This design comes from an exercise in tuning for small area, a short achievable clock period and few clock cycles on the open sky130 flow, not from production work.
In this exercise RTL edits were held to simulation tests only and were not proved equivalent to the original.
Power and IR drop assume default switching activity.

## P
==> flow/design.v (excerpt) <==
module act_buffer_sparse #(
  parameter int DATA_WIDTH = 8,
  parameter int NUM_COL    = 16,
  parameter int DEPTH      = 32,
  parameter int IDX_WIDTH  = $clog2(NUM_COL),
  parameter int ADDR_WIDTH = $clog2(DEPTH)
) (
  input  logic                             clk,
  input  logic                             reset,
  input  logic                             mode,
  input  logic                             wr_valid,
  output logic                             wr_ready,
  input  logic [NUM_COL-1:0]               wr_flag,
  input  logic [NUM_COL*DATA_WIDTH-1:0]    wr_data,
  input  logic                             rd_start,
  output logic                             rd_busy,
  output logic                             out_valid,
  input  logic                             out_ready,
  output logic [IDX_WIDTH-1:0]             out_index,
  output logic [DATA_WIDTH-1:0]            out_serial,
  output logic [NUM_COL*DATA_WIDTH-1:0]    out_parallel,
  output logic [NUM_COL-1:0]               out_flag,
  output logic [IDX_WIDTH:0]               row_nnz,
  output logic                             row_done,
  output logic [ADDR_WIDTH:0]              count,
  output logic                             empty,
  output logic                             full
);
Size in the first run: about 6,100 cells after synthesis, about 320 I/O pins, roughly 0.15 mm^2 of cells after synthesis.
Settings: LEC_CHECK=0, CAP_MARGIN=20, CORE_MARGIN=2, CORE_UTILIZATION=60, CTS_CLUSTER_DIAMETER=90, CTS_CLUSTER_SIZE=35, SETUP_SLACK_MARGIN=5, SLEW_MARGIN=20, SYNTH_MEMORY_MAX_BITS=8192; clock period 8.0 ns.
run.sh (not shown) runs the stock make flow with config.mk's settings and CLKGATE_MAP_FILE= SYNTH_SCRIPT=/design/flow/synth_recipe.tcl, a recipe that flattens the netlist after the stock synthesis.
Testbench counts of P, summed over its fixed seeds: cycles 26,800.
What Q does differently from P at the input level:
- a deleted CTS_CLUSTER_SIZE that had been 35
- a deleted CTS_CLUSTER_DIAMETER that had been 90
## What came out
- Going from P to Q, count of clock-buffer cells in the layout grows by 372.
- The met2 capacity usage during global routing in Q sits 1.4 points above the value recorded for P.
- The total power in Q is 1.2 times that in P.
- Re tapcell count: no difference whatsoever between Q and P.
- A slowest library cell on the worst path of fa_1 is what P shows, while dfxtp_4 belongs to Q.
- The fill cell instance count of the final layout number comes out higher for P vs Q.
- Delta (Q minus P): clock transition time at the flip-flop clock pins of the worst setup and hold paths saw a decrease, path length in cells of the critical path -8.
Here is what was changed in the inputs of R compared with Q.
- CTS_CLUSTER_SIZE now 30, previously not set
- CTS_CLUSTER_DIAMETER now 80, previously not set
Leakage power total (higher): Q. Total power went down by more than 10% going from Q to R. dfxtp_4 as the cell with the biggest individual delay on the critical path was reported by Q, and clkdlybuf4s50_1 by R. Via count, R and Q: higher on Q. R vs. Q: relative slew slack down 0.19 points; average wire length per cell after detail routing up 0.82%. The run with more routed wire is Q, not R. Compared with Q, in R cell count went down; shortest period the worst path allows fell by 0.043 ns.
Input changes introduced in S (baseline for comparison: R):
- clearing SETUP_SLACK_MARGIN, which used to be 5
==> flow/flow/run.sh (new file) <==
#!/bin/bash
set -euo pipefail
bash standard.sh SETUP_SLACK_MARGIN=5.2 finish > standard_flow.log 2>&1
==> flow/standard.sh (new file) <==
#!/bin/bash
# synth_recipe.tcl (not shown) runs the flow's synth.tcl, then flattens the netlist and writes it again
# the make line also repeats each setting of config.mk as NAME=value (left out here)
make -C /OpenROAD-flow-scripts/flow DESIGN_CONFIG=/design/flow/config.mk WORK_HOME=/design/flow/orfs CLKGATE_MAP_FILE= SYNTH_SCRIPT=/design/flow/synth_recipe.tcl "${@:-finish}"
removed: flow/run.sh
[summary]
Compared with R, S has less setup slack.
Going from R to S, number of flip-flops and latches in the synthesized netlist was more or less identical, final wirelength went down by 2.9%, worst hold slack was more or less identical, ratio of routed vias to standard cells went down by about 1%.
Of the two values seen for beginning of the critical path, out_ready was produced by R and stg[29][131] by S.
Relative to R, post-route cell area has increased by about 1.4% in S.
The type of the worst setup path comes out flop to flop in one run and primary input to flop in the other, namely in S and R respectively.
Row share of total power in the clock network: S higher / R lower
Per the comparison of S with R, share of layout cells above drive strength 1 saw an increase; ratio of final minimum period to clock period saw an increase.

========
## job 102
Another version of the RTL of act_buffer_sparse (not shown whole).
For scale: ~12000 cells after synthesis, ~320 I/O pins, roughly 0.15 sq mm of cells after synthesis.
## act_buffer_sparse
module act_buffer_sparse #(
  parameter int DATA_WIDTH = 8,
  parameter int NUM_COL    = 16,
  parameter int DEPTH      = 32,
  parameter int IDX_WIDTH  = $clog2(NUM_COL),
  parameter int ADDR_WIDTH = $clog2(DEPTH)
) (
  input  logic                             clk,
  input  logic                             reset,
  input  logic                             mode,
  input  logic                             wr_valid,
  output logic                             wr_ready,
  input  logic [NUM_COL-1:0]               wr_flag,
  input  logic [NUM_COL*DATA_WIDTH-1:0]    wr_data,
  input  logic                             rd_start,
  output logic                             rd_busy,
  output logic                             out_valid,
  input  logic                             out_ready,
  output logic [IDX_WIDTH-1:0]             out_index,
  output logic [DATA_WIDTH-1:0]            out_serial,
  output logic [NUM_COL*DATA_WIDTH-1:0]    out_parallel,
  output logic [NUM_COL-1:0]               out_flag,
  output logic [IDX_WIDTH:0]               row_nnz,
  output logic                             row_done,
  output logic [ADDR_WIDTH:0]              count,
  output logic                             empty,
  output logic                             full
);
==> flow/config.mk <==
export PLATFORM = sky130hd
export DESIGN_NAME = act_buffer_sparse
export DESIGN_NICKNAME = act_buffer_sparse
export VERILOG_FILES = /design/flow/design.v
export SDC_FILE = /design/flow/constraint.sdc
export NUM_CORES = 4
export LEC_CHECK = 0
export CAP_MARGIN = 20
export CORE_MARGIN = 2
export CORE_UTILIZATION = 60
export CTS_CLUSTER_DIAMETER = 80
export CTS_CLUSTER_SIZE = 30
export SETUP_SLACK_MARGIN = 5
export SLEW_MARGIN = 20
export SYNTH_MEMORY_MAX_BITS = 8192
==> flow/constraint.sdc <==
create_clock -name core_clock -period 8.0 [get_ports {clk}]
set_input_delay 1.6000 -clock core_clock [delete_from_list [all_inputs] [get_ports {clk}]]
set_output_delay 1.6000 -clock core_clock [all_outputs]
set_load 0.01 [all_outputs]
standard.sh (not shown) runs the stock make flow with config.mk's settings and CLKGATE_MAP_FILE= SYNTH_SCRIPT=/design/flow/synth_recipe.tcl, a recipe that flattens the netlist after the stock synthesis.
==> flow/flow/run.sh <==
#!/bin/bash
set -euo pipefail
bash standard.sh "BUFFER_PORTS_ARGS=-buffer_cell sky130_fd_sc_hd__buf_4" SETUP_SLACK_MARGIN=5.35 finish > standard_flow.log 2>&1
Job 102 ran to completion and came out clean on the timing, design-rule and antenna checks.
Testbench counts of job 102, summed over its fixed seeds: cycles 26,800.
Modified inputs, job 101 compared to job 102
==> flow/run.sh (new file) <==
#!/bin/bash
# synth_recipe.tcl (not shown) runs the flow's synth.tcl, then flattens the netlist and writes it again
# the make line also repeats each setting of config.mk as NAME=value (left out here)
make -C /OpenROAD-flow-scripts/flow DESIGN_CONFIG=/design/flow/config.mk WORK_HOME=/design/flow/orfs CLKGATE_MAP_FILE= SYNTH_SCRIPT=/design/flow/synth_recipe.tcl finish
removed: flow/flow/run.sh
removed: flow/standard.sh
Notes after the runs:
- As far as clock group power is concerned, job 101 and job 102 perform about the same.
- Side by side, met3 wirelength from detailed routing turned out lower in job 101 than in job 102.
- Job 102 -> job 101: total power flat
- Between job 101 and job 102, leakage power of the design is higher for job 102, job 101 comes in under that.
- Comparing job 101 and job 102, met1 usage in global routing is higher on job 101.
- Final cell count without fillers: lower on job 101

========
The RTL this note starts from:
==> flow/design.v <==
module lsb_index_enc #(
  parameter int NUM_COL   = 16,
  parameter int IDX_WIDTH = $clog2(NUM_COL)
) (
  input  logic [NUM_COL-1:0]   mask,
  output logic [NUM_COL-1:0]   low,
  output logic [IDX_WIDTH-1:0] index,
  output logic                 any_set,
  output logic [NUM_COL-1:0]   rest
);
  localparam int LVL = $clog2(NUM_COL);
  logic [NUM_COL-1:0] pre [LVL+1];
  logic [NUM_COL-1:0] below;
  always_comb begin
    pre[0] = mask;
    for (int k = 1; k <= LVL; k++) begin
      for (int i = 0; i < NUM_COL; i++) begin
        if (i >= (1 << (k - 1))) pre[k][i] = pre[k-1][i] | pre[k-1][i - (1 << (k - 1))];
        else                     pre[k][i] = pre[k-1][i];
      end
    end
  end
  assign below = {pre[LVL][NUM_COL-2:0], 1'b0};
  assign low   = mask & ~below;
  assign rest  = mask & below;
  always_comb begin
    index = '0;
    for (int i = 0; i < NUM_COL; i++) begin
      if (low[i]) index = index | IDX_WIDTH'(i);
    end
  end
  assign any_set = pre[LVL][NUM_COL-1];
endmodule
module act_buffer_sparse #(
  parameter int DATA_WIDTH = 8,
  parameter int NUM_COL    = 16,
  parameter int DEPTH      = 32,
  parameter int IDX_WIDTH  = $clog2(NUM_COL),
  parameter int ADDR_WIDTH = $clog2(DEPTH)
) (
  input  logic                             clk,
  input  logic                             reset,
  input  logic                             mode,
  input  logic                             wr_valid,
  output logic                             wr_ready,
  input  logic [NUM_COL-1:0]               wr_flag,
  input  logic [NUM_COL*DATA_WIDTH-1:0]    wr_data,
  input  logic                             rd_start,
  output logic                             rd_busy,
  output logic                             out_valid,
  input  logic                             out_ready,
  output logic [IDX_WIDTH-1:0]             out_index,
  output logic [DATA_WIDTH-1:0]            out_serial,
  output logic [NUM_COL*DATA_WIDTH-1:0]    out_parallel,
  output logic [NUM_COL-1:0]               out_flag,
  output logic [IDX_WIDTH:0]               row_nnz,
  output logic                             row_done,
  output logic [ADDR_WIDTH:0]              count,
  output logic                             empty,
  output logic                             full
);
  localparam int ROW_W  = NUM_COL * DATA_WIDTH;
  localparam int WORD_W = ROW_W + NUM_COL;
  localparam int HEAD   = DEPTH - 1;
  localparam int LVL    = $clog2(DEPTH);
  localparam logic [ADDR_WIDTH:0] DEPTH_CNT = (ADDR_WIDTH + 1)'(DEPTH);
  logic [WORD_W-1:0] stg [DEPTH];    
  logic [DEPTH-1:0]  vld;            
  logic              consumed;       
  logic [DEPTH-1:0]  mv;             
  logic              wr_fire;
  logic              consumed_n;
  logic [DEPTH-1:0]  vld_n;
  logic [DEPTH-1:0]  free_n;         
  always_comb begin
    vld_n[0] = mv[0] ? wr_fire : vld[0];
    for (int i = 1; i < DEPTH; i++) vld_n[i] = mv[i] ? vld[i-1] : vld[i];
  end
  logic [DEPTH-1:0] suf [LVL+1];
  always_comb begin
    suf[0] = ~vld_n;
    for (int k = 1; k <= LVL; k++) begin
      for (int i = 0; i < DEPTH; i++) begin
        if (i + (1 << (k - 1)) < DEPTH) suf[k][i] = suf[k-1][i] | suf[k-1][i + (1 << (k - 1))];
        else                            suf[k][i] = suf[k-1][i];
      end
    end
  end
  assign free_n = suf[LVL];
  always_ff @(posedge clk) begin
    if (reset) mv <= '1;
    else       mv <= free_n | {DEPTH{consumed_n}};
  end
  always_ff @(posedge clk) begin
    if (mv[0]) stg[0] <= {wr_flag, wr_data};
    for (int i = 1; i < DEPTH; i++) begin
      if (mv[i]) stg[i] <= stg[i-1];
    end
  end
  always_ff @(posedge clk) begin
    if (reset) begin
      vld <= '0;
    end else begin
      if (mv[0]) vld[0] <= wr_fire;
      for (int i = 1; i < DEPTH; i++) begin
        if (mv[i]) vld[i] <= vld[i-1];
      end
    end
  end
  logic [NUM_COL-1:0]    hflag;
  logic [ROW_W-1:0]      hdata;
  logic                  hv;
  logic [NUM_COL-1:0]    h_low, h_rest;
  logic [IDX_WIDTH-1:0]  h_idx;
  logic                  h_any;
  logic [DATA_WIDTH-1:0] h_byte;
  logic [IDX_WIDTH:0]    h_nnz;
  logic [NUM_COL-1:0]    rem;        
  logic [NUM_COL-1:0]    r_low, r_rest;
  logic [IDX_WIDTH-1:0]  r_idx;
  logic                  r_any;
  logic [DATA_WIDTH-1:0] r_byte;
  assign hflag = stg[HEAD][ROW_W +: NUM_COL];
  assign hdata = stg[HEAD][ROW_W-1:0];
  assign hv    = vld[HEAD] && !consumed;
  lsb_index_enc #(.NUM_COL(NUM_COL), .IDX_WIDTH(IDX_WIDTH)) u_henc (
    .mask(hflag), .low(h_low), .index(h_idx), .any_set(h_any), .rest(h_rest)
  );
  lsb_index_enc #(.NUM_COL(NUM_COL), .IDX_WIDTH(IDX_WIDTH)) u_renc (
    .mask(rem), .low(r_low), .index(r_idx), .any_set(r_any), .rest(r_rest)
  );
  always_comb begin
    h_byte = '0;
    r_byte = '0;
    h_nnz  = '0;
    for (int c = 0; c < NUM_COL; c++) begin
      h_byte = h_byte | (hdata[c*DATA_WIDTH +: DATA_WIDTH] & {DATA_WIDTH{h_low[c]}});
      r_byte = r_byte | (hdata[c*DATA_WIDTH +: DATA_WIDTH] & {DATA_WIDTH{r_low[c]}});
      h_nnz  = h_nnz + (IDX_WIDTH + 1)'(hflag[c]);
    end
  end
  logic                  busy, outv, pmode, pend, mode_q, rdone;
  logic [IDX_WIDTH-1:0]  oidx;
  logic [DATA_WIDTH-1:0] oser;
  logic [NUM_COL-1:0]    pv;         
  logic [NUM_COL-1:0]    oflag;
  logic [IDX_WIDTH:0]    onnz;
  logic [ADDR_WIDTH:0]   cnt;
  logic                  full_q, empty_q, wrdy_q;
  logic                  acc, go, gmode, xfer;
  logic [ADDR_WIDTH:0]   cnt_n;
  assign wr_fire = wr_valid && wrdy_q;
  assign acc     = rd_start && !busy && !empty_q;
  assign go      = (acc || pend) && hv;
  assign gmode   = busy ? mode_q : mode;
  assign xfer    = outv && out_ready;
  assign cnt_n   = cnt + (ADDR_WIDTH + 1)'(wr_fire) - (ADDR_WIDTH + 1)'(rdone);
  always_comb begin
    consumed_n = consumed && !mv[HEAD];
    if (go) begin
      if (!gmode && h_rest == '0) consumed_n = 1'b1;
    end else if (xfer) begin
      if (pmode || (r_any && r_rest == '0)) consumed_n = 1'b1;
    end
  end
  always_ff @(posedge clk) begin
    if (reset) consumed <= 1'b0;
    else       consumed <= consumed_n;
  end
  always_ff @(posedge clk) begin
    if (reset) begin
      cnt     <= '0;
      full_q  <= 1'b0;
      empty_q <= 1'b1;
      wrdy_q  <= 1'b1;
    end else begin
      cnt     <= cnt_n;
      full_q  <= (cnt_n == DEPTH_CNT);
      empty_q <= (cnt_n == '0);
      wrdy_q  <= (cnt_n != DEPTH_CNT);
    end
  end
  always_ff @(posedge clk) begin
    if (reset) begin
      busy     <= 1'b0;
      outv     <= 1'b0;
      pmode    <= 1'b0;
      pend     <= 1'b0;
      mode_q   <= 1'b0;
      rdone    <= 1'b0;
      oidx     <= '0;
      oser     <= '0;
      pv       <= '0;
      oflag    <= '0;
      onnz     <= '0;
      rem      <= '0;
    end else begin
      if (acc) begin
        busy   <= 1'b1;
        mode_q <= mode;
        if (!hv) pend <= 1'b1;
      end
      if (go) begin
        pend  <= 1'b0;
        oflag <= hflag;
        onnz  <= h_nnz;
        pmode <= gmode;
        if (gmode) begin
          outv <= 1'b1;
          pv   <= hflag;
        end else if (!h_any) begin
          rdone    <= 1'b1;
        end else begin
          outv <= 1'b1;
          oidx <= h_idx;
          oser <= h_byte;
          rem  <= h_rest;
        end
      end else if (xfer) begin
        if (pmode) begin
          outv     <= 1'b0;
          pv       <= '0;
          rdone    <= 1'b1;
        end else if (r_any) begin
          oidx <= r_idx;
          oser <= r_byte;
          rem  <= r_rest;
        end else begin
          outv  <= 1'b0;
          oidx  <= '0;
          oser  <= '0;
          rdone <= 1'b1;
        end
      end
      if (rdone) begin
        rdone <= 1'b0;
        busy  <= 1'b0;
        oflag <= '0;
        onnz  <= '0;
      end
    end
  end
  always_comb begin
    for (int c = 0; c < NUM_COL; c++) begin
      out_parallel[c*DATA_WIDTH +: DATA_WIDTH] = hdata[c*DATA_WIDTH +: DATA_WIDTH] & {DATA_WIDTH{pv[c]}};
    end
  end
  assign out_index  = oidx;
  assign out_serial = oser;
  assign out_flag   = oflag;
  assign row_nnz    = onnz;
  assign row_done   = rdone;
  assign rd_busy    = busy;
  assign out_valid  = outv;
  assign count      = cnt;
  assign empty      = empty_q;
  assign full       = full_q;
  assign wr_ready   = wrdy_q;
endmodule
make LEC_CHECK=0 ABC_CLOCK_PERIOD_IN_PS=2500 CAP_MARGIN=20 CORE_MARGIN=2 CORE_UTILIZATION=70 SETUP_SLACK_MARGIN=5 SLEW_MARGIN=20 SYNTH_MEMORY_MAX_BITS=8192 finish   # period 8.0 ns
run.sh (not shown) runs the stock make flow with config.mk's settings and CLKGATE_MAP_FILE= SYNTH_SCRIPT=/design/flow/synth_recipe.tcl, a recipe that flattens the netlist after the stock synthesis.
Stock flow here: none of the scripts above is used.
The starting point failed in 4_1_cts.
Testbench counts at the start, summed over its fixed seeds: cycles 26,800.
Edit:
Settings changed: ABC_CLOCK_PERIOD_IN_PS 2500 to not set, CORE_UTILIZATION 70 to 60.
The new run finished clean.
Area after synthesis stays the same.
Synthesized cell count stays the same.

## separate check: timing with driven ports
The results above use ideal ports. As a check the final layouts listed here were re-extracted and re-timed, cells and wires unchanged.
Step 1, drivers: a clkbuf_16 drives clk and a buf_2 each remaining input, both assumed.
Step 2 also shifts input and output timing later by t, the mid clock arrival at the registers, as if the neighbouring blocks saw the same clock.
a / b / c = ideal ports / drivers / drivers and shift; a / b = the first two.
| run | shift t [ns] | setup slack, ns | hold slack, ns | worst register clock-pin slew, ns | worst data-port slew with drivers (ns) |
|---|---|---|---|---|---|
| P | 0.919 | 4.959 / 4.949 / 4.241 | 0.403 / 0.403 / 0.403 | 0.12 / 0.12 | 0.07 |
| Q | 1.028 | 4.962 / 4.871 / 4.100 | 0.345 / 0.345 / 0.345 | 0.07 / 0.07 | 0.07 |
| R | 0.923 | 5.006 / 4.955 / 4.151 | 0.407 / 0.407 / 0.407 | 0.11 / 0.11 | 0.08 |
| S | 0.919 | 4.953 / 4.953 / 4.207 | 0.405 / 0.405 / 0.405 | 0.11 / 0.11 | 0.09 |
| job 102 | 0.956 | 5.001 / 4.907 / 4.496 | 0.435 / 0.435 / 0.435 | 0.11 / 0.11 | 0.05 |
| job 101 | 0.942 | 4.997 / 4.951 / 4.115 | 0.427 / 0.427 / 0.427 | 0.12 / 0.12 | 0.05 |
| the second run of note 3 | 1.036 | 4.418 / 4.418 / 3.647 | 0.319 / 0.319 / 0.319 | 0.07 / 0.07 | 0.10 |
After both steps setup and hold are still met in every run listed. For job 101, which loses most, drivers alone change the setup slack by -0.046 ns; drivers and shift together by -0.882 ns.
